Background: an optimization exercise with open tools, aiming at small area, a short achievable clock period and few clock cycles. Do not read the settings as production practice. Function not checked in this run: the RTL went through the layout flow alone. No activity file was given, so power comes from the tool's default toggle rates.

===== design/flow/design.v =====
    localparam [19:0] POS_CAP  = 20'hFFFFF;
    localparam [15:0] LINE_CAP = 16'hFFFF;
    localparam [5:0] K_LPAREN  = 6'd0;
    localparam [5:0] K_RPAREN  = 6'd1;
    localparam [5:0] K_LBRACE  = 6'd2;
    localparam [5:0] K_RBRACE  = 6'd3;
    localparam [5:0] K_COMMA   = 6'd4;
    localparam [5:0] K_DOT     = 6'd5;
    localparam [5:0] K_MINUS   = 6'd6;
    localparam [5:0] K_PLUS    = 6'd7;
    localparam [5:0] K_SEMI    = 6'd8;
    localparam [5:0] K_SLASH   = 6'd9;
    localparam [5:0] K_STAR    = 6'd10;
    localparam [5:0] K_BANG    = 6'd11;
    localparam [5:0] K_EQUAL   = 6'd13;
    localparam [5:0] K_GREATER = 6'd15;
    localparam [5:0] K_LESS    = 6'd17;
    localparam [5:0] K_IDENT   = 6'd19;
    localparam [5:0] K_STRING  = 6'd20;
    localparam [5:0] K_NUMBER  = 6'd21;
    localparam [5:0] K_KW_BASE = 6'd22;
    localparam [5:0] K_END     = 6'd38;
    localparam [5:0] K_ERROR   = 6'd39;
    localparam [3:0] S_IDLE    = 4'd0;
    localparam [3:0] S_OP      = 4'd1;
    localparam [3:0] S_SLASH   = 4'd2;
    localparam [3:0] S_COMMENT = 4'd3;
    localparam [3:0] S_STR     = 4'd4;
    localparam [3:0] S_IDENT   = 4'd5;
    localparam [3:0] S_INT     = 4'd6;
    localparam [3:0] S_INTDOT  = 4'd7;
    localparam [3:0] S_FRAC    = 4'd8;
    function automatic is_digit(input [7:0] c);
        is_digit = (c >= 8'h30) && (c <= 8'h39);
    endfunction
    function automatic is_alpha(input [7:0] c);
        is_alpha = ((c >= 8'h61) && (c <= 8'h7A)) || ((c >= 8'h41) && (c <= 8'h5A)) ||
                   (c == 8'h5F);
    endfunction
    function automatic [5:0] paired_kind(input [5:0] k);
        case (k[2:0])
            3'd3:    paired_kind = 6'd12;
            3'd5:    paired_kind = 6'd14;
            3'd7:    paired_kind = 6'd16;
            default: paired_kind = 6'd18;
        endcase
    endfunction
    function automatic [5:0] single_kind(input [7:0] c);
        case (c)
            "(": single_kind = K_LPAREN;
            ")": single_kind = K_RPAREN;
            "{": single_kind = K_LBRACE;
            "}": single_kind = K_RBRACE;
            ",": single_kind = K_COMMA;
            ".": single_kind = K_DOT;
            "-": single_kind = K_MINUS;
            "+": single_kind = K_PLUS;
            ";": single_kind = K_SEMI;
            default: single_kind = K_STAR;
        endcase
    endfunction
    function automatic is_single(input [7:0] c);
        case (c)
            "(", ")", "{", "}", ",", ".", "-", "+", ";", "*": is_single = 1'b1;
            default: is_single = 1'b0;
        endcase
    endfunction
    function automatic [5:0] op_kind(input [7:0] c);
        case (c)
            "=":     op_kind = K_EQUAL;
            ">":     op_kind = K_GREATER;
            "<":     op_kind = K_LESS;
            default: op_kind = K_BANG;
        endcase
    endfunction
    localparam KW_W = 7;
    function automatic [6:0] kw_first(input [7:0] c);
        case (c)
            "a": kw_first = {3'd1, 4'd0};
            "c": kw_first = {3'd1, 4'd1};
            "e": kw_first = {3'd1, 4'd2};
            "f": kw_first = {3'd1, 4'd3};
            "i": kw_first = {3'd1, 4'd6};
            "n": kw_first = {3'd1, 4'd7};
            "o": kw_first = {3'd1, 4'd8};
            "p": kw_first = {3'd1, 4'd9};
            "r": kw_first = {3'd1, 4'd10};
            "s": kw_first = {3'd1, 4'd11};
            "t": kw_first = {3'd1, 4'd12};
            "v": kw_first = {3'd1, 4'd14};
            "w": kw_first = {3'd1, 4'd15};
            default: kw_first = 7'd0;
        endcase
    endfunction
    function automatic [6:0] kw_step(input [6:0] s, input [7:0] c);
        kw_step = 7'd0;
        case (s)
            {3'd1, 4'd0}: case (c)
                "n": kw_step = {3'd2, 4'd0};
                default: ;
            endcase
            {3'd2, 4'd0}: case (c)
                "d": kw_step = {3'd3, 4'd0};
                default: ;
            endcase
            {3'd1, 4'd1}: case (c)
                "l": kw_step = {3'd2, 4'd1};
                default: ;
            endcase
            {3'd2, 4'd1}: case (c)
                "a": kw_step = {3'd3, 4'd1};
                default: ;
            endcase
            {3'd3, 4'd1}: case (c)
                "s": kw_step = {3'd4, 4'd1};
                default: ;
            endcase
            {3'd4, 4'd1}: case (c)
                "s": kw_step = {3'd5, 4'd1};
                default: ;
            endcase
            {3'd1, 4'd2}: case (c)
                "l": kw_step = {3'd2, 4'd2};
                default: ;
            endcase
            {3'd2, 4'd2}: case (c)
                "s": kw_step = {3'd3, 4'd2};
                default: ;
            endcase
            {3'd3, 4'd2}: case (c)
                "e": kw_step = {3'd4, 4'd2};
                default: ;
            endcase
            {3'd1, 4'd3}: case (c)
                "a": kw_step = {3'd2, 4'd3};
                "o": kw_step = {3'd2, 4'd5};
                "u": kw_step = {3'd2, 4'd4};
                default: ;
            endcase
            {3'd2, 4'd3}: case (c)
                "l": kw_step = {3'd3, 4'd3};
                default: ;
            endcase
            {3'd3, 4'd3}: case (c)
                "s": kw_step = {3'd4, 4'd3};
                default: ;
            endcase
            {3'd4, 4'd3}: case (c)
                "e": kw_step = {3'd5, 4'd3};
                default: ;
            endcase
            {3'd2, 4'd4}: case (c)
                "n": kw_step = {3'd3, 4'd4};
                default: ;
            endcase
            {3'd2, 4'd5}: case (c)
                "r": kw_step = {3'd3, 4'd5};
                default: ;
            endcase
            {3'd1, 4'd6}: case (c)
                "f": kw_step = {3'd2, 4'd6};
                default: ;
            endcase
            {3'd1, 4'd7}: case (c)
                "i": kw_step = {3'd2, 4'd7};
                default: ;
            endcase
            {3'd2, 4'd7}: case (c)
                "l": kw_step = {3'd3, 4'd7};
                default: ;
            endcase
            {3'd1, 4'd8}: case (c)
                "r": kw_step = {3'd2, 4'd8};
                default: ;
            endcase
            {3'd1, 4'd9}: case (c)
                "r": kw_step = {3'd2, 4'd9};
                default: ;
            endcase
            {3'd2, 4'd9}: case (c)
                "i": kw_step = {3'd3, 4'd9};
                default: ;
            endcase
            {3'd3, 4'd9}: case (c)
                "n": kw_step = {3'd4, 4'd9};
                default: ;
            endcase
            {3'd4, 4'd9}: case (c)
                "t": kw_step = {3'd5, 4'd9};
                default: ;
            endcase
            {3'd1, 4'd10}: case (c)
                "e": kw_step = {3'd2, 4'd10};
                default: ;
            endcase
            {3'd2, 4'd10}: case (c)
                "t": kw_step = {3'd3, 4'd10};
                default: ;
            endcase
            {3'd3, 4'd10}: case (c)
                "u": kw_step = {3'd4, 4'd10};
                default: ;
            endcase
            {3'd4, 4'd10}: case (c)
                "r": kw_step = {3'd5, 4'd10};
                default: ;
            endcase
            {3'd5, 4'd10}: case (c)
                "n": kw_step = {3'd6, 4'd10};
                default: ;
            endcase
            {3'd1, 4'd11}: case (c)
                "u": kw_step = {3'd2, 4'd11};
                default: ;
            endcase
            {3'd2, 4'd11}: case (c)
                "p": kw_step = {3'd3, 4'd11};
                default: ;
            endcase
            {3'd3, 4'd11}: case (c)
                "e": kw_step = {3'd4, 4'd11};
                default: ;
            endcase
            {3'd4, 4'd11}: case (c)
                "r": kw_step = {3'd5, 4'd11};
                default: ;
            endcase
            {3'd1, 4'd12}: case (c)
                "h": kw_step = {3'd2, 4'd12};
                "r": kw_step = {3'd2, 4'd13};
                default: ;
            endcase
            {3'd2, 4'd12}: case (c)
                "i": kw_step = {3'd3, 4'd12};
                default: ;
            endcase
            {3'd3, 4'd12}: case (c)
                "s": kw_step = {3'd4, 4'd12};
                default: ;
            endcase
            {3'd2, 4'd13}: case (c)
                "u": kw_step = {3'd3, 4'd13};
                default: ;
            endcase
            {3'd3, 4'd13}: case (c)
                "e": kw_step = {3'd4, 4'd13};
                default: ;
            endcase
            {3'd1, 4'd14}: case (c)
                "a": kw_step = {3'd2, 4'd14};
                default: ;
            endcase
            {3'd2, 4'd14}: case (c)
                "r": kw_step = {3'd3, 4'd14};
                default: ;
            endcase
            {3'd1, 4'd15}: case (c)
                "h": kw_step = {3'd2, 4'd15};
                default: ;
            endcase
            {3'd2, 4'd15}: case (c)
                "i": kw_step = {3'd3, 4'd15};
                default: ;
            endcase
            {3'd3, 4'd15}: case (c)
                "l": kw_step = {3'd4, 4'd15};
                default: ;
            endcase
            {3'd4, 4'd15}: case (c)
                "e": kw_step = {3'd5, 4'd15};
                default: ;
            endcase
            default: ;
        endcase
    endfunction
    function automatic [5:0] kw_kind(input [6:0] s);
        case (s)
            {3'd3, 4'd0}: kw_kind = 6'd22;
            {3'd5, 4'd1}: kw_kind = 6'd23;
            {3'd4, 4'd2}: kw_kind = 6'd24;
            {3'd5, 4'd3}: kw_kind = 6'd25;
            {3'd3, 4'd4}: kw_kind = 6'd26;
            {3'd3, 4'd5}: kw_kind = 6'd27;
            {3'd2, 4'd6}: kw_kind = 6'd28;
            {3'd3, 4'd7}: kw_kind = 6'd29;
            {3'd2, 4'd8}: kw_kind = 6'd30;
            {3'd5, 4'd9}: kw_kind = 6'd31;
            {3'd6, 4'd10}: kw_kind = 6'd32;
            {3'd5, 4'd11}: kw_kind = 6'd33;
            {3'd4, 4'd12}: kw_kind = 6'd34;
            {3'd4, 4'd13}: kw_kind = 6'd35;
            {3'd3, 4'd14}: kw_kind = 6'd36;
            {3'd5, 4'd15}: kw_kind = 6'd37;
            default: kw_kind = 6'd19;
        endcase
    endfunction
`timescale 1ns / 1ps
module script_lexer_tokenizer_unit (
    input  logic        i_clk,
    input  logic        i_rst_n,
    input  logic        i_byte_valid,
    output logic        o_byte_ready,
    input  logic [7:0]  i_byte_ch,
    input  logic        i_byte_final,
    output logic        o_tok_valid,
    input  logic        i_tok_ready,
    output logic [5:0]  o_tok_kind,
    output logic [19:0] o_tok_start,
    output logic [19:0] o_tok_len,
    output logic [15:0] o_tok_line,
    output logic [15:0] o_tok_col,
    output logic [7:0]  o_tok_bad,
    output logic        o_tok_last
);
    localparam [19:0] POS_CAP  = 20'hFFFFF;
    localparam [15:0] LINE_CAP = 16'hFFFF;
    localparam [5:0] K_LPAREN  = 6'd0;
    localparam [5:0] K_RPAREN  = 6'd1;
    localparam [5:0] K_LBRACE  = 6'd2;
    localparam [5:0] K_RBRACE  = 6'd3;
    localparam [5:0] K_COMMA   = 6'd4;
    localparam [5:0] K_DOT     = 6'd5;
    localparam [5:0] K_MINUS   = 6'd6;
    localparam [5:0] K_PLUS    = 6'd7;
    localparam [5:0] K_SEMI    = 6'd8;
    localparam [5:0] K_SLASH   = 6'd9;
    localparam [5:0] K_STAR    = 6'd10;
    localparam [5:0] K_BANG    = 6'd11;
    localparam [5:0] K_EQUAL   = 6'd13;
    localparam [5:0] K_GREATER = 6'd15;
    localparam [5:0] K_LESS    = 6'd17;
    localparam [5:0] K_IDENT   = 6'd19;
    localparam [5:0] K_STRING  = 6'd20;
    localparam [5:0] K_NUMBER  = 6'd21;
    localparam [5:0] K_KW_BASE = 6'd22;
    localparam [5:0] K_END     = 6'd38;
    localparam [5:0] K_ERROR   = 6'd39;
    localparam [3:0] S_IDLE    = 4'd0;
    localparam [3:0] S_OP      = 4'd1;
    localparam [3:0] S_SLASH   = 4'd2;
    localparam [3:0] S_COMMENT = 4'd3;
    localparam [3:0] S_STR     = 4'd4;
    localparam [3:0] S_IDENT   = 4'd5;
    localparam [3:0] S_INT     = 4'd6;
    localparam [3:0] S_INTDOT  = 4'd7;
    localparam [3:0] S_FRAC    = 4'd8;
    function automatic is_digit(input [7:0] c);
        is_digit = (c >= 8'h30) && (c <= 8'h39);
    endfunction
    function automatic is_alpha(input [7:0] c);
        is_alpha = ((c >= 8'h61) && (c <= 8'h7A)) || ((c >= 8'h41) && (c <= 8'h5A)) ||
                   (c == 8'h5F);
    endfunction
    function automatic [5:0] paired_kind(input [5:0] k);
        case (k[2:0])
            3'd3:    paired_kind = 6'd12;
            3'd5:    paired_kind = 6'd14;
            3'd7:    paired_kind = 6'd16;
            default: paired_kind = 6'd18;
        endcase
    endfunction
    function automatic [5:0] single_kind(input [7:0] c);
        case (c)
            "(": single_kind = K_LPAREN;
            ")": single_kind = K_RPAREN;
            "{": single_kind = K_LBRACE;
            "}": single_kind = K_RBRACE;
            ",": single_kind = K_COMMA;
            ".": single_kind = K_DOT;
            "-": single_kind = K_MINUS;
            "+": single_kind = K_PLUS;
            ";": single_kind = K_SEMI;
            default: single_kind = K_STAR;
        endcase
    endfunction
    function automatic is_single(input [7:0] c);
        case (c)
            "(", ")", "{", "}", ",", ".", "-", "+", ";", "*": is_single = 1'b1;
            default: is_single = 1'b0;
        endcase
    endfunction
    function automatic [5:0] op_kind(input [7:0] c);
        case (c)
            "=":     op_kind = K_EQUAL;
            ">":     op_kind = K_GREATER;
            "<":     op_kind = K_LESS;
            default: op_kind = K_BANG;
        endcase
    endfunction
    localparam KW_W = 7;
    function automatic [6:0] kw_first(input [7:0] c);
        case (c)
            "a": kw_first = {3'd1, 4'd0};
            "c": kw_first = {3'd1, 4'd1};
            "e": kw_first = {3'd1, 4'd2};
            "f": kw_first = {3'd1, 4'd3};
            "i": kw_first = {3'd1, 4'd6};
            "n": kw_first = {3'd1, 4'd7};
            "o": kw_first = {3'd1, 4'd8};
            "p": kw_first = {3'd1, 4'd9};
            "r": kw_first = {3'd1, 4'd10};
            "s": kw_first = {3'd1, 4'd11};
            "t": kw_first = {3'd1, 4'd12};
            "v": kw_first = {3'd1, 4'd14};
            "w": kw_first = {3'd1, 4'd15};
            default: kw_first = 7'd0;
        endcase
    endfunction
    function automatic [6:0] kw_step(input [6:0] s, input [7:0] c);
        kw_step = 7'd0;
        case (s)
            {3'd1, 4'd0}: case (c)
                "n": kw_step = {3'd2, 4'd0};
                default: ;
            endcase
            {3'd2, 4'd0}: case (c)
                "d": kw_step = {3'd3, 4'd0};
                default: ;
            endcase
            {3'd1, 4'd1}: case (c)
                "l": kw_step = {3'd2, 4'd1};
                default: ;
            endcase
            {3'd2, 4'd1}: case (c)
                "a": kw_step = {3'd3, 4'd1};
                default: ;
            endcase
            {3'd3, 4'd1}: case (c)
                "s": kw_step = {3'd4, 4'd1};
                default: ;
            endcase
            {3'd4, 4'd1}: case (c)
                "s": kw_step = {3'd5, 4'd1};
                default: ;
            endcase
            {3'd1, 4'd2}: case (c)
                "l": kw_step = {3'd2, 4'd2};
                default: ;
            endcase
            {3'd2, 4'd2}: case (c)
                "s": kw_step = {3'd3, 4'd2};
                default: ;
            endcase
            {3'd3, 4'd2}: case (c)
                "e": kw_step = {3'd4, 4'd2};
                default: ;
            endcase
            {3'd1, 4'd3}: case (c)
                "a": kw_step = {3'd2, 4'd3};
                "o": kw_step = {3'd2, 4'd5};
                "u": kw_step = {3'd2, 4'd4};
                default: ;
            endcase
            {3'd2, 4'd3}: case (c)
                "l": kw_step = {3'd3, 4'd3};
                default: ;
            endcase
            {3'd3, 4'd3}: case (c)
                "s": kw_step = {3'd4, 4'd3};
                default: ;
            endcase
            {3'd4, 4'd3}: case (c)
                "e": kw_step = {3'd5, 4'd3};
                default: ;
            endcase
            {3'd2, 4'd4}: case (c)
                "n": kw_step = {3'd3, 4'd4};
                default: ;
            endcase
            {3'd2, 4'd5}: case (c)
                "r": kw_step = {3'd3, 4'd5};
                default: ;
            endcase
            {3'd1, 4'd6}: case (c)
                "f": kw_step = {3'd2, 4'd6};
                default: ;
            endcase
            {3'd1, 4'd7}: case (c)
                "i": kw_step = {3'd2, 4'd7};
                default: ;
            endcase
            {3'd2, 4'd7}: case (c)
                "l": kw_step = {3'd3, 4'd7};
                default: ;
            endcase
            {3'd1, 4'd8}: case (c)
                "r": kw_step = {3'd2, 4'd8};
                default: ;
            endcase
            {3'd1, 4'd9}: case (c)
                "r": kw_step = {3'd2, 4'd9};
                default: ;
            endcase
            {3'd2, 4'd9}: case (c)
                "i": kw_step = {3'd3, 4'd9};
                default: ;
            endcase
            {3'd3, 4'd9}: case (c)
                "n": kw_step = {3'd4, 4'd9};
                default: ;
            endcase
            {3'd4, 4'd9}: case (c)
                "t": kw_step = {3'd5, 4'd9};
                default: ;
            endcase
            {3'd1, 4'd10}: case (c)
                "e": kw_step = {3'd2, 4'd10};
                default: ;
            endcase
            {3'd2, 4'd10}: case (c)
                "t": kw_step = {3'd3, 4'd10};
                default: ;
            endcase
            {3'd3, 4'd10}: case (c)
                "u": kw_step = {3'd4, 4'd10};
                default: ;
            endcase
            {3'd4, 4'd10}: case (c)
                "r": kw_step = {3'd5, 4'd10};
                default: ;
            endcase
            {3'd5, 4'd10}: case (c)
                "n": kw_step = {3'd6, 4'd10};
                default: ;
            endcase
            {3'd1, 4'd11}: case (c)
                "u": kw_step = {3'd2, 4'd11};
                default: ;
            endcase
            {3'd2, 4'd11}: case (c)
                "p": kw_step = {3'd3, 4'd11};
                default: ;
            endcase
            {3'd3, 4'd11}: case (c)
                "e": kw_step = {3'd4, 4'd11};
                default: ;
            endcase
            {3'd4, 4'd11}: case (c)
                "r": kw_step = {3'd5, 4'd11};
                default: ;
            endcase
            {3'd1, 4'd12}: case (c)
                "h": kw_step = {3'd2, 4'd12};
                "r": kw_step = {3'd2, 4'd13};
                default: ;
            endcase
            {3'd2, 4'd12}: case (c)
                "i": kw_step = {3'd3, 4'd12};
                default: ;
            endcase
            {3'd3, 4'd12}: case (c)
                "s": kw_step = {3'd4, 4'd12};
                default: ;
            endcase
            {3'd2, 4'd13}: case (c)
                "u": kw_step = {3'd3, 4'd13};
                default: ;
            endcase
            {3'd3, 4'd13}: case (c)
                "e": kw_step = {3'd4, 4'd13};
                default: ;
            endcase
            {3'd1, 4'd14}: case (c)
                "a": kw_step = {3'd2, 4'd14};
                default: ;
            endcase
            {3'd2, 4'd14}: case (c)
                "r": kw_step = {3'd3, 4'd14};
                default: ;
            endcase
            {3'd1, 4'd15}: case (c)
                "h": kw_step = {3'd2, 4'd15};
                default: ;
            endcase
            {3'd2, 4'd15}: case (c)
                "i": kw_step = {3'd3, 4'd15};
                default: ;
            endcase
            {3'd3, 4'd15}: case (c)
                "l": kw_step = {3'd4, 4'd15};
                default: ;
            endcase
            {3'd4, 4'd15}: case (c)
                "e": kw_step = {3'd5, 4'd15};
                default: ;
            endcase
            default: ;
        endcase
    endfunction
    function automatic [5:0] kw_kind(input [6:0] s);
        case (s)
            {3'd3, 4'd0}: kw_kind = 6'd22;
            {3'd5, 4'd1}: kw_kind = 6'd23;
            {3'd4, 4'd2}: kw_kind = 6'd24;
            {3'd5, 4'd3}: kw_kind = 6'd25;
            {3'd3, 4'd4}: kw_kind = 6'd26;
            {3'd3, 4'd5}: kw_kind = 6'd27;
            {3'd2, 4'd6}: kw_kind = 6'd28;
            {3'd3, 4'd7}: kw_kind = 6'd29;
            {3'd2, 4'd8}: kw_kind = 6'd30;
            {3'd5, 4'd9}: kw_kind = 6'd31;
            {3'd6, 4'd10}: kw_kind = 6'd32;
            {3'd5, 4'd11}: kw_kind = 6'd33;
            {3'd4, 4'd12}: kw_kind = 6'd34;
            {3'd4, 4'd13}: kw_kind = 6'd35;
            {3'd3, 4'd14}: kw_kind = 6'd36;
            {3'd5, 4'd15}: kw_kind = 6'd37;
            default: kw_kind = 6'd19;
        endcase
    endfunction
    logic        r_bv, r_fin;
    logic [7:0]  r_ch;
    logic        r_bvb, r_finb;
    logic [7:0]  r_chb;
    logic        r_vout, r_lout;
    logic [3:0]  r_mode, n_mode;
    logic        r_pend, n_pend;     
    logic        r_plast, n_plast;   
    logic        r_post, n_post;     
    logic        r_endp, n_endp;     
    logic [5:0]  r_kind, n_kind;
    logic [KW_W-1:0] r_trie, n_trie;
    logic [19:0] r_tb, r_len, r_pos;
    logic [15:0] r_line, r_col;
    logic        r_errh, n_errh;     
    logic        consume;
    wire [7:0] c        = r_ch;
    logic [9:0] r_cls;
    wire       c_dig    = r_cls[0];
    wire       c_alp    = r_cls[1];
    wire       c_aln    = c_dig || c_alp;
    wire       c_single = r_cls[2];
    wire       c_op     = r_cls[3];
    wire       c_slash  = r_cls[4];
    wire       c_quote  = r_cls[5];
    wire       c_nl     = r_cls[6];
    wire       c_ws     = r_cls[7];
    wire       c_eq     = r_cls[8];
    wire       c_dot    = r_cls[9];
    wire       c_err    = !(c_single || c_op || c_slash || c_quote || c_nl || c_ws || c_aln);
    wire        pos_sat  = &r_pos;
    wire        col_sat  = &r_col;
    wire        line_sat = &r_line;
    logic adv, len_adv, line_adv, tb_ld, len_ld, len_v, col_set1, clr;
    logic terminates, closable;
    always_comb begin
        terminates = 1'b0;
        closable   = 1'b1;
        case (r_mode)
            S_OP:     terminates = !c_eq;
            S_SLASH:  terminates = !c_slash;
            S_IDENT:  terminates = !c_aln;
            S_INT:    terminates = !c_dig && !c_dot;
            S_INTDOT: terminates = !c_dig;
            S_FRAC:   terminates = !c_dig;
            default:  closable = 1'b0;
        endcase
    end
    assign o_tok_valid = r_vout;
    assign o_tok_last  = r_lout;
    assign o_tok_kind  = r_kind;
    assign o_tok_start = r_tb;
    assign o_tok_len   = r_len;
    assign o_tok_line  = r_line;
    assign o_tok_col   = r_col;
    assign o_tok_bad   = r_errh ? r_ch : 8'd0;
    wire stall = r_vout && !i_tok_ready;
    always_comb begin
        logic do_idle, hold;
        n_mode = r_mode; n_pend = r_pend; n_plast = r_plast; n_post = r_post;
        n_endp = r_endp; n_kind = r_kind; n_trie = r_trie; n_errh = 1'b0;
        adv = 1'b0; len_adv = 1'b0; line_adv = 1'b0; tb_ld = 1'b0; len_ld = 1'b0;
        len_v = 1'b0; col_set1 = 1'b0; clr = 1'b0;
        consume = 1'b0; do_idle = 1'b0; hold = 1'b0;
        begin
            n_pend = 1'b0; n_plast = 1'b1;
            if (r_endp) begin
                n_endp = 1'b0; n_post = 1'b0; n_mode = S_IDLE;
                clr = 1'b1;
                consume = 1'b1;
            end else if (r_errh) begin
                if (r_fin) n_post = 1'b1;
                else consume = 1'b1;
            end else if (r_post) begin
                if (r_mode == S_INTDOT) begin
                    tb_ld = 1'b1; len_ld = 1'b1; len_v = !pos_sat; adv = 1'b1;
                    n_kind = K_DOT; n_pend = 1'b1; n_plast = 1'b0;
                    n_mode = S_IDLE;
                end else begin
                    tb_ld = 1'b1; len_ld = 1'b1; n_kind = K_END;
                    n_pend = 1'b1; n_plast = 1'b1; n_endp = 1'b1; n_mode = S_IDLE;
                end
            end else if (r_bv) begin
                case (r_mode)
                    S_OP: begin
                        if (c_eq) begin
                            adv = 1'b1; len_adv = 1'b1;
                            n_kind = paired_kind(r_kind); n_pend = 1'b1; n_mode = S_IDLE;
                        end else do_idle = 1'b1;
                    end
                    S_SLASH: begin
                        if (c_slash) begin
                            adv = 1'b1; len_adv = 1'b1; n_mode = S_COMMENT;
                        end else do_idle = 1'b1;
                    end
                    S_COMMENT: begin
                        if (!c_nl) begin
                            adv = 1'b1;
                        end else do_idle = 1'b1;
                    end
                    S_STR: begin
                        if (c_nl) line_adv = 1'b1;
                        adv = 1'b1; len_adv = 1'b1;
                        if (c_quote) begin
                            n_kind = K_STRING; n_pend = 1'b1; n_mode = S_IDLE;
                        end
                    end
                    S_IDENT: begin
                        if (c_aln) begin
                            n_trie = kw_step(r_trie, c); n_kind = kw_kind(n_trie);
                            adv = 1'b1; len_adv = 1'b1;
                        end else do_idle = 1'b1;
                    end
                    S_INT: begin
                        if (c_dig) begin
                            adv = 1'b1; len_adv = 1'b1;
                        end else if (c_dot) n_mode = S_INTDOT;
                        else do_idle = 1'b1;
                    end
                    S_FRAC: begin
                        if (c_dig) begin
                            adv = 1'b1; len_adv = 1'b1;
                        end else do_idle = 1'b1;
                    end
                    S_INTDOT: begin
                        hold = 1'b1;
                        if (c_dig) begin
                            adv = 1'b1; len_adv = 1'b1; n_mode = S_FRAC;
                        end else begin
                            tb_ld = 1'b1; len_ld = 1'b1; len_v = !pos_sat; adv = 1'b1;
                            n_kind = K_DOT; n_pend = 1'b1;
                            n_plast = !r_fin && !c_single && !c_err; n_mode = S_IDLE;
                        end
                    end
                    default: do_idle = 1'b1;
                endcase
                if (do_idle) begin
                    tb_ld = 1'b1; len_ld = 1'b1; len_v = !pos_sat; adv = 1'b1;
                    n_mode = S_IDLE;
                    if (c_single) begin
                        n_kind = single_kind(c); n_pend = 1'b1;
                    end else if (c_op) begin
                        n_kind = op_kind(c); n_mode = S_OP;
                    end else if (c_slash) begin
                        n_kind = K_SLASH; n_mode = S_SLASH;
                    end else if (c_quote) begin
                        n_kind = K_STRING; n_mode = S_STR;
                    end else if (c_nl) begin
                        col_set1 = 1'b1; line_adv = 1'b1;
                    end else if (c_dig) begin
                        n_kind = K_NUMBER; n_mode = S_INT;
                    end else if (c_alp) begin
                        n_trie = kw_first(c); n_kind = K_IDENT; n_mode = S_IDENT;
                    end else if (c_err) begin
                        n_kind = K_ERROR; len_v = 1'b1; n_pend = 1'b1; n_errh = 1'b1;
                        n_plast = !r_fin; hold = 1'b1;
                    end
                end
                if (!hold) begin
                    if (r_fin) begin
                        n_post = 1'b1; n_plast = 1'b0;
                    end else consume = 1'b1;
                end
            end
        end
    end
    wire [19:0] pos_i  = pos_sat ? r_pos : r_pos + 20'd1;
    wire [19:0] len_i  = pos_sat ? r_len : r_len + 20'd1;
    wire [15:0] col_i  = col_sat ? r_col : r_col + 16'd1;
    wire [15:0] line_i = line_sat ? r_line : r_line + 16'd1;
    wire [19:0] n_pos  = clr ? 20'd0 : adv ? pos_i : r_pos;
    wire [15:0] n_col  = clr ? 16'd0 : col_set1 ? 16'd1 : adv ? col_i : r_col;
    wire [15:0] n_line = clr ? 16'd1 : line_adv ? line_i : r_line;
    wire [19:0] n_len  = len_ld ? {19'd0, len_v} : len_adv ? len_i : r_len;
    wire accept = i_byte_valid && !r_bvb;
    wire a_free = !r_bv || consume;             
    wire q_free = stall ? !r_bv : a_free;
    function automatic term_of(input [3:0] m, input [7:0] ch);
        case (m)
            S_OP:     term_of = (ch != "=");
            S_SLASH:  term_of = (ch != "/");
            S_IDENT:  term_of = !(is_digit(ch) || is_alpha(ch));
            S_INT:    term_of = !is_digit(ch) && (ch != ".");
            S_INTDOT: term_of = !is_digit(ch);
            S_FRAC:   term_of = !is_digit(ch);
            default:  term_of = 1'b0;
        endcase
    endfunction
    function automatic tokbyte_of(input [7:0] ch);
        tokbyte_of = is_single(ch) ||
                     !(is_digit(ch) || is_alpha(ch) || (ch == "!") || (ch == "=") ||
                       (ch == "<") || (ch == ">") || (ch == "/") || (ch == "\"") ||
                       (ch == 8'h0A) || (ch == " ") || (ch == 8'h0D) || (ch == 8'h09));
    endfunction
    wire x_closable = (n_mode == S_OP) || (n_mode == S_SLASH) || (n_mode == S_IDENT) ||
                      (n_mode == S_INT) || (n_mode == S_INTDOT) || (n_mode == S_FRAC);
    wire x_close_b  = r_bvb && term_of(n_mode, r_chb);
    wire x_close_i  = accept && term_of(n_mode, i_byte_ch);
    wire x_close    = a_free && (r_bvb ? x_close_b : x_close_i);
    wire x_last_b   = !r_finb && !tokbyte_of(r_chb);
    wire x_last_i   = !i_byte_final && !tokbyte_of(i_byte_ch);
    wire x_last     = x_close && (n_mode != S_INTDOT) && (r_bvb ? x_last_b : x_last_i);
    assign o_byte_ready = !r_bvb;
    wire [7:0] a_in = r_bvb ? r_chb : i_byte_ch;    
    always_ff @(posedge i_clk) begin
        if (!i_rst_n) begin
            r_bv <= 1'b0; r_bvb <= 1'b0; r_vout <= 1'b0;
        end else begin
            if (q_free) r_bv <= r_bvb || accept;
            r_bvb <= !q_free && (r_bvb || accept);
            if (!stall) r_vout <= n_pend || x_close || (n_post && x_closable);
        end
    end
    always_ff @(posedge i_clk) begin
        if (q_free) begin
            r_ch  <= a_in;
            r_fin <= r_bvb ? r_finb : i_byte_final;
            r_cls <= {a_in == ".", a_in == "=",
                      (a_in == " ") || (a_in == 8'h0D) || (a_in == 8'h09), a_in == 8'h0A,
                      a_in == "\"", a_in == "/",
                      (a_in == "!") || (a_in == "=") || (a_in == "<") || (a_in == ">"),
                      is_single(a_in), is_alpha(a_in), is_digit(a_in)};
        end
        if (accept) begin
            r_chb  <= i_byte_ch;
            r_finb <= i_byte_final;
        end
        if (!stall) r_lout <= n_pend ? n_plast : x_last;
    end
    always_ff @(posedge i_clk) begin
        if (!i_rst_n) begin
            r_mode <= S_IDLE; r_pend <= 1'b0; r_errh <= 1'b0; r_post <= 1'b0; r_endp <= 1'b0;
            r_pos <= '0; r_line <= 16'd1; r_col <= '0;
        end else if (!stall) begin
            r_mode <= n_mode; r_pend <= n_pend; r_errh <= n_errh; r_post <= n_post; r_endp <= n_endp;
            r_pos <= n_pos; r_line <= n_line; r_col <= n_col;
        end
    end
    always_ff @(posedge i_clk) begin
        if (!stall) begin
            r_plast <= n_plast; r_kind <= n_kind; r_trie <= n_trie; r_len <= n_len;
            if (tb_ld) r_tb <= r_pos;
        end
    end
endmodule

===== design/flow/flow/run.sh =====
#!/bin/bash
# Standard layout (the standard.sh: ORFS synthesis to finish, same clock and
# constraints), with these changes to how the layout is made:
#  - the port buffers that ORFS inserts are plain buffers (buf_1) rather than the
#    delay cell ORFS picks by default; every port still gets its own buffer;
#  - ORFS's timing repair aims for more setup slack than the clock needs;
#  - clock tree: clkbuf_8 buffers, larger sink clusters, no dummy loads.
set -euo pipefail
export SETUP_SLACK_MARGIN=7.25
export BUFFER_PORTS_ARGS="-buffer_cell sky130_fd_sc_hd__buf_1"
export CTS_ARGS="-sink_clustering_enable -repair_clock_nets -buf_list sky130_fd_sc_hd__clkbuf_8 -sink_clustering_size 30 -sink_clustering_max_diameter 100 -dont_use_dummy_load"
bash standard.sh > standard_flow.log 2>&1

===== design/flow/standard.sh =====
#!/bin/bash
# synth_recipe.tcl (not shown) runs the flow's synth.tcl, then flattens the netlist and writes it again
# the make line also repeats each setting of config.mk as NAME=value (left out here)
make -C /OpenROAD-flow-scripts/flow DESIGN_CONFIG=/design/flow/config.mk WORK_HOME=/design/flow/orfs CLKGATE_MAP_FILE= SYNTH_SCRIPT=/design/flow/synth_recipe.tcl "${@:-finish}"

===== design/flow/config.mk =====
export PLATFORM = sky130hd
export DESIGN_NAME = script_lexer_tokenizer_unit
export DESIGN_NICKNAME = script_lexer_tokenizer_unit
export VERILOG_FILES = /design/flow/design.v
export SDC_FILE = /design/flow/constraint.sdc
export NUM_CORES = 4
export LEC_CHECK = 0
export ABC_AREA = 1
export CAP_MARGIN = 20
export CORE_MARGIN = 2
export CORE_UTILIZATION = 55
export PLACE_DENSITY = 0.75
export SLEW_MARGIN = 20

===== design/flow/constraint.sdc =====
create_clock -name core_clock -period 11.0 [get_ports {i_clk}]
set_input_delay 2.2000 -clock core_clock [delete_from_list [all_inputs] [get_ports {i_clk}]]
set_output_delay 2.2000 -clock core_clock [all_outputs]
set_load 0.01 [all_outputs]

==> results.py <==
metrics = {
    "status": {
        "status": "complete, no violations",
    },
    "clocking": {
        "cts.clk_slew.worst_paths_ns": 0.06,
        "tritoncts_clock_tree": "yes",
        "htree_num_levels": 4,
        "cts-root-to-sink-buffers": 2,
        "clk_root_buffer_cell": "clkbuf_8",
        "tritoncts_num_sinks": 144,
        "tritoncts.num_buffers": 17,
        "clock_insertion_delay_worst_skew_ns": 0.46,
    },
    "yosys": {
        "synth.cell_area_um2": 9338,
        "synth_most_common_cell": "nand2_1",
        "synth_async_sr_flop_share_pct": 0,
        "synthTopCellsByCount": "nand2_1 (259), inv_1 (201), nor2_1 (180)",
        "synth-seq-area-share_pct": 39.66,
        "dominantRegCellSynth": "edfxtp_1",
        "synth-warning-count": 1,
        "syn-instance-count": 1340,
        "synth_area_leaders": "edfxtp_1 (26%), dfxtp_1 (13%), nand2_1 (10%)",
        "netlist.area_leader.share_pct": 26.37,
        "post_synthesis_net_count": 1357,
        "synth_area_per_cell_um2": 6.968,
        "synth_top_area_cell": "edfxtp_1",
        "yosysUniqueCellTypes": 59,
        "postSynthRegisterBits": 144,
        "synth_edf_count": 82,
    },
    "worst_hold_path": {
        "min_path_cells": 0,
        "whs_endpoint": "r_tb[19]",
        "hold_path.startpoint": "r_pos[19]",
        "hold_class": "reg2reg",
    },
    "routing": {
        "final_antenna_net_count": 0,
        "firstDrtPassIters": 6,
        "wl_met1_mm": 11.40,
        "metal3_wl_mm": 2.166,
        "met2WireLength_mm": 11.77,
        "dr_total_vias": 9695,
        "wl_per_cell_um": 15.49,
        "drt_iter0_markers": 1077,
        "finalWirelength_mm": 25.83,
        "drc_errors": 0,
        "top_layer": "met4",
        "route.detailed.vias_per_inst": 5.812,
    },
    "worst_setup_path": {
        "critical_path_required_ns": 8.80,
        "crit-reg2reg-launch": "r_cls[0]",
        "worst_r2r_path_depth": 10,
        "critical_path_class": "reg2out",
        "cp-end-kind": "primary output",
        "timing.reg2reg.setup_slack_ns": 7.53,
        "timing.rr.end": "r_cls[1]",
        "critical_path.max_fanout": 22,
        "arrival_ns": 1.46,
        "critPathLaunchType": "flip-flop",
    },
    "final_layout": {
        "antenna_cells_inserted": 0,
        "area.growth.synth_to_final_pct": 9.568,
        "drive_above_1_share_pct": 5.870,
        "nets": 1467,
        "stdcell_count": 1668,
        "finish.instance_area_um2": 10230,
        "fillCellCount": 1561,
    },
    "timing": {
        "grt_setup_unrepaired": "no",
        "maxSlewViolCount": 0,
        "fin_ws_ns": 7.345,
        "timing_hold_violations_final": 0,
        "finalCritPeriodShare_pct": 33.23,
        "setup_total_negative_slack_ns": 0,
        "peak_freq_ghz": 0.2736,
        "period_needed_ns": 3.655,
        "timing.slew.headroom_pct": 28.51,
        "fin_skew_ns": 0.03887,
        "finalSetupViolCount": 0,
        "worst_slew_pin_slew_ns": 1.064,
        "worst_hold_slack_ns": 0.4436,
    },
    "die": {
        "effective_utilization_at_floorplan_pct": 56.31,
        "floorplan.die.height_um": 134.3,
        "floorplan.io_pins": 102,
        "die_w_um": 134.3,
        "fp.dieArea_um2": 18040,
        "coreArea_um2": 16580,
        "num_rows": 47,
    },
    "global_routing": {
        "antenna_found_initial": 0,
        "grt_usage_pct": 28.84,
        "grt-ovfl-total": 0,
        "grt_start_max_net_pins": 23,
        "grt_first_pass_wirelength_mm": 42.10,
        "first_global_vias": 8573,
    },
    "job": {
        "cap_violations": 0,
    },
    "power_and_ir_drop": {
        "p_per_area_nw_per_um2": 197.7,
        "vdd_drop_max_mv": 0.1021,
        "p_leak_nw": 4.236,
    },
    "placement": {
        "placement.setup.worst_slack_ns": 6.280,
        "place.port_buffers": 101,
        "placed_instance_area_um2": 9930,
        "place.gp.congestion": 1.011,
        "place.detailed.hpwl_mm": 19.61,
        "dp_cells": 1645,
    },
}
[metrics by stage]
stage	power [mW]	utilization (%)
2_1_floorplan	1.441	-
3_3_place_gp	1.676	59.88
3_5_place_dp	1.689	59.88
4_1_cts	2.004	61.40
5_1_grt	2.153	61.69
6_report	2.022	61.69
[placed cells by master, fill, tap and decap left out, types with 3 or more instances in the layout]
master      instances
o31ai_1             4
clkinvlp_4          3
o22ai_1             3
o21ai_0            92
nand2_1           258
inv_2              15
inv_1             199
nand4_1            30
clkinv_1            4
nand3_1            97
edfxtp_1           82
o311ai_0            3
o21ai_1             5
a21oi_1            82
buf_1             100
clkbuf_8           17
nor4_1             24
nor2_2              6
dfxtp_1            61
a211oi_1           12
o2111ai_1           5
buf_4               7
nor3_1             60
xor2_1              6
nor2_1            179
nor3b_1             4
nand2_2             7
o211ai_1           11
o221ai_1            4
ha_1                4
a31oi_1            15
nor2_4              9
nand3_2             6
[cells by family (layout without fill, tap and decap cells)]
kind of cell	after synthesis	in the layout	share of synthesized area (%)
mux	1	1	0.1072
flops	144	144	39.66
buf+inv	239	347	9.768
fa+ha+maj	4	4	0.5360
xor+xnor	7	7	0.6566
compound gates	252	252	15.64
simple gates	693	693	33.63
[worst max-delay path, cell delays in order, from the launching register on]
cell     delay [ns]
dfxtp_1        0.74
inv_1          0.12
buf_1          0.16
[layer usage]
metal / track usage [%] / vias to the layer above
met4: 8.596 / 0
met3: 4.762 / 55
met2: 45.55 / 458
met5: 0 / -
met1: 40.87 / 4416
li1: - / 4766
[sequential cells by signal, indices dropped and copies added (netlist names), 4 cells and up]
register  flops
r_chb         8
r_kind        6
r_mode        4
r_line       16
r_cls        10
r_col        16
r_trie        7
r_ch          8
r_len        20
r_pos        20
r_tb         20
[layout make-up]
class	count	area [um2]	area share (%)
clock buffer	17	234.0	2.287
inverter	221	839.6	8.206
multi-input combinational	957	4737	46.30
sequential	144	3705	36.21
tap	220	275.3	2.690
timing repair buffer	108	432.9	4.231
timing repair inverter	1	7.507	0.07338
[worst max path at each step]
stage / start / end / slack (ns) / cells after the start
3_5_place_dp: i_tok_ready / r_pos[8] / 6.28 / 8
2_1_floorplan: i_byte_ch[3] / r_lout / 7.33 / 16
3_3_place_gp: i_tok_ready / r_pos[8] / 6.38 / 8
4_1_cts: r_errh / o_tok_bad[0] / 7.25 / 3
6_report: r_bvb / o_byte_ready / 7.34 / 2
5_1_grt: r_bvb / o_byte_ready / 7.25 / 2
[report_power, final]
part           leakage, nW  switching, mW  internal [mW]
clock network        0.122          0.179          0.136
registers             1.31          0.129          0.751
logic                 2.80          0.583          0.244
total                 4.24          0.892           1.13
[repair_timing]
item	CTS	global route
pin swaps	0	1
hold buffers	0	0
gates cloned	1	0
endpoints found under the setup margin	26	41
resized for setup	4	5
setup buffers	0	5

[port drivers added, routing unchanged]
The results above use ideal ports. As a check the final layout listed here was re-extracted and re-timed, cells and wires unchanged.
Step 1: set_driving_cell puts a clkbuf_16 on i_clk and a buf_2 on each other input, an assumption about the parent block.
Step 2, shift: input delay + t, output delay - t, t = (earliest + latest rising clock arrival at the registers) / 2. This alone moves slack from input paths to output paths.
Three values: ideal, step 1, step 2; two values: the first two.
t (ns): 0.486
setup WS [ns]: 7.345 / 7.304 / 7.010
worst register clock-pin slew, ns: 0.10 / 0.10
After both steps setup and hold are still met in this run. The setup slack of this run moves by -0.041 ns with the drivers and by -0.335 ns with both steps.
